Context: an optimization exercise on an open-source flow, tuned for small area, a short achievable clock period and few clock cycles per item. The choices shown serve that exercise and are no tape-out recipe.
Function was checked by simulation only, so behaviour that the tests miss may differ from the original.

// rgb_to_yuv_encoder
module rgb_to_yuv_encoder
#(
  parameter int NUM_GROUPS = 19200
) (
  input  logic        CLOCK_50_I,
  input  logic        reset,
  input  logic        enable,
  input  logic [15:0] SRAM_read_data,
  output logic [17:0] SRAM_address,
  output logic [15:0] SRAM_write_data,
  output logic        SRAM_we_n,
  output logic        done
);
export LEC_CHECK = 0
export CAP_MARGIN = 20
export CORE_MARGIN = 2
export CORE_UTILIZATION = 40
export CTS_CLUSTER_DIAMETER = 140
export CTS_CLUSTER_SIZE = 28
export SLEW_MARGIN = 20
create_clock -name core_clock -period 12.0 [get_ports {CLOCK_50_I}]
standard.sh (not shown) runs the stock make flow with config.mk's settings and CLKGATE_MAP_FILE= SYNTH_SCRIPT=/design/flow/synth_recipe.tcl, a recipe that flattens the netlist after the stock synthesis.
==> flow/flow/run.sh <==
#!/bin/bash
# The standard layout (standard synthesis, floorplan, placement, CTS, routing) with the
# resizer's setup-repair target tightened: repair_timing aims for this much positive slack
# against the unchanged 12 ns constraint, so it sizes and buffers the critical paths.
# The SDC, clock period, I/O delays and every other setting stay the standard flow's.
set -uo pipefail
bash standard.sh SETUP_SLACK_MARGIN=8.5 finish > standard.log 2>&1
Testbench counts at the start, summed over its fixed seeds: cycles 1,536,068, frames 8.
Next try:
Settings changed: CORE_UTILIZATION 40 to 48, CTS_CLUSTER_DIAMETER 140 to 120, CTS_CLUSTER_SIZE 28 to 24.
Effect: The new run completed with no timing, DRC or antenna violations. Cell area hardly moves. Via count went up by 0.77%. First-iteration DRC count went up by 19%. Non-clock buffer count went up by 4. Die area went down by about 16%. Count of clock-buffer cells in the layout went up by 3. Global-route usage went up by 3.2 points. Synthesized cell count is unchanged.


== build 62 ==
Starting RTL as in the previous note.
==> flow/config.mk <==
export PLATFORM = sky130hd
export DESIGN_NAME = rgb_to_yuv_encoder
export DESIGN_NICKNAME = rgb_to_yuv_encoder
export VERILOG_FILES = /design/flow/design.v
export SDC_FILE = /design/flow/constraint.sdc
export NUM_CORES = 4
export LEC_CHECK = 0
export CAP_MARGIN = 20
export CORE_MARGIN = 2
export CORE_UTILIZATION = 40
export CTS_CLUSTER_DIAMETER = 120
export CTS_CLUSTER_SIZE = 24
export SLEW_MARGIN = 20
==> flow/constraint.sdc <==
create_clock -name core_clock -period 12.0 [get_ports {CLOCK_50_I}]
set_input_delay 2.4000 -clock core_clock [delete_from_list [all_inputs] [get_ports {CLOCK_50_I}]]
set_output_delay 2.4000 -clock core_clock [all_outputs]
set_load 0.01 [all_outputs]
==> flow/flow/run.sh <==
#!/bin/bash
# The standard layout (standard synthesis, floorplan, placement, CTS, routing) with the
# resizer's setup-repair target tightened: repair_timing aims for this much positive slack
# against the unchanged 12 ns constraint, so it sizes and buffers the critical paths.
# The SDC, clock period, I/O delays and every other setting stay the standard flow's.
set -uo pipefail
bash standard.sh SETUP_SLACK_MARGIN=8.55 finish > standard.log 2>&1
Testbench counts of build 62, summed over its fixed seeds: cycles 1,536,068, frames 8.
Input-level comparison between build 76 and build 62:
- SYNTH_HIERARCHICAL: unset -> 1
-- flow/flow/run.sh --
<<< build 62, line 7
bash standard.sh SETUP_SLACK_MARGIN=8.55 finish > standard.log 2>&1
>>> build 76, line 7
bash standard.sh SETUP_SLACK_MARGIN=8.5 finish > standard.log 2>&1
--- outcome ---
Build 76 finished all stages; the layout is clean.
Taking build 62 as the reference, in build 76 die boundary width picked up an extra about 2.3%, wire length closely matched the old numbers.
Build 76 ends up with higher total number of sequential cells than build 62 does.
[compare] base=build 62 new=build 76: post-cts repair resize count decreased 43; upper clock frequency limit about even.
The higher worst setup slack came out of build 76.
The run showing the smaller area of the die is build 62.
Re maximum number of pins on one net before global-route repair: build 62 was lower than build 76.
Looking at build 62 and build 76, the final critical-path share of the clock period is a wash.
--- input diff build 76..build 46 ---
- changing CORE_UTILIZATION from 40 to 32
- removing SYNTH_HIERARCHICAL (formerly 1)
==> comparison <==
Area of the mapped netlist ended up 730 µm² lower on build 46 than on build 76.
Looking at total area of multi-input combinational cells, build 46 sits below build 76.
Looking at launch point of the worst path, the addr_q[0]$_SDFF_PN0_ result is from build 46; the done_q$_SDFFE_PP0P_ one comes from build 76.
Diff build 76 -> build 46: layout buffering overhead excluding clock cells rose by 0.18 points, placeable core region rose by 7200 µm².
Of build 46 and build 76, it is build 46 that has the higher wire length on met1.
Build 46 vs. build 76: number of synthesized register bits lower, die outline area higher, number of multi-input combinational cells in the layout roughly the same.
The following lists how build 18 was set up differently from build 46:
- CORE_UTILIZATION now 40, was 32
Notes after the runs:
Re setup slack of the critical path after layout: build 18 is 0.0055 ns up on build 46.
Where shortest period the worst path allows is concerned, build 46 is outperformed by build 18.
[compare] base=build 46 new=build 18: die area dropped 20%; share of the final layout cell area in sequential cells grew by 0.43 points; endpoint arrival time on the critical path held steady.
[compare] base=build 46 new=build 18: count of clock-buffer cells in the layout shrank by 4, total global routing track utilization picked up an extra 3.8 points, via count of the first global-routing pass increased about 1.8%.


rgb_to_yuv_encoder, a different RTL version from the one above (not shown whole).
Size in the first run: roughly 1500 cells after synthesis, ~240 flip-flops, about 55 I/O pins, about 15000 µm² of cells after synthesis.
export LEC_CHECK = 0
export CAP_MARGIN = 0
export CORE_MARGIN = 2
export CORE_UTILIZATION = 40
export CTS_CLUSTER_DIAMETER = 120
export CTS_CLUSTER_SIZE = 24
export SLEW_MARGIN = 0
create_clock -name core_clock -period 12.0 [get_ports {CLOCK_50_I}]
==> flow/flow/run.sh <==
#!/bin/bash
# The standard layout (standard synthesis, floorplan, placement, CTS, routing) with the
# resizer's setup-repair target tightened: repair_timing aims for this much positive slack
# against the unchanged 12 ns constraint, so it sizes and buffers the critical paths.
# The SDC, clock period, I/O delays and every other setting stay the standard flow's.
set -uo pipefail
bash standard.sh SETUP_SLACK_MARGIN=8.5 finish > standard.log 2>&1
The starting point completed without violations.
Testbench counts at the start, summed over its fixed seeds: cycles 1,536,068, frames 8.
Next try:
- ABC_CLOCK_PERIOD_IN_PS: not set -> 3000
- CAP_MARGIN: 0 -> 20
- SLEW_MARGIN: 0 -> 20
Outcome:
- via count stays flat
- wire length stays flat
- first-iteration DRC count came out lower by 3.8%
- worst hold slack is about the same
- synthesized cell count is unchanged
- worst setup slack improved by 7.0 ps
- non-clock buffer count goes up by 1

-- static timing again, ports no longer ideal --
How much do the figures lean on ideal ports? The routed layouts below were timed once more, with nothing changed but the port constraints.
Step 1 assumes that a clkbuf_16 drives the clock port and a buf_2 every other input.
Step 2 also shifts input and output timing later by t, the mid clock arrival at the registers, as if the neighbouring blocks saw the same clock.
Three values: ideal ports, drivers, drivers and shift; two values: the first two.
| run | t (ns) | setup WS [ns] | worst setup path at the end |
|---|---|---|---|
| the first run of note 1 | 0.536 | 8.546 / 8.494 / 8.483 | input to register |
| the second run of note 1 | 0.533 | 8.540 / 8.493 / 8.513 | input to register |
| build 62 | 0.536 | 8.536 / 8.488 / 8.494 | input to register |
| build 76 | 0.544 | 8.542 / 8.491 / 8.472 | input to register |
| build 46 | 0.540 | 8.534 / 8.480 / 8.476 | input to register |
| build 18 | 0.534 | 8.539 / 8.492 / 8.496 | input to register |
| the first run of note 3 | 0.520 | 8.509 / 8.459 / 8.511 | input to register |
| the second run of note 3 | 0.520 | 8.516 / 8.466 / 8.507 | input to register |
After both steps every run listed still meets setup and hold. For build 76, which loses most, drivers alone change the setup slack by -0.051 ns; drivers and shift together by -0.070 ns.
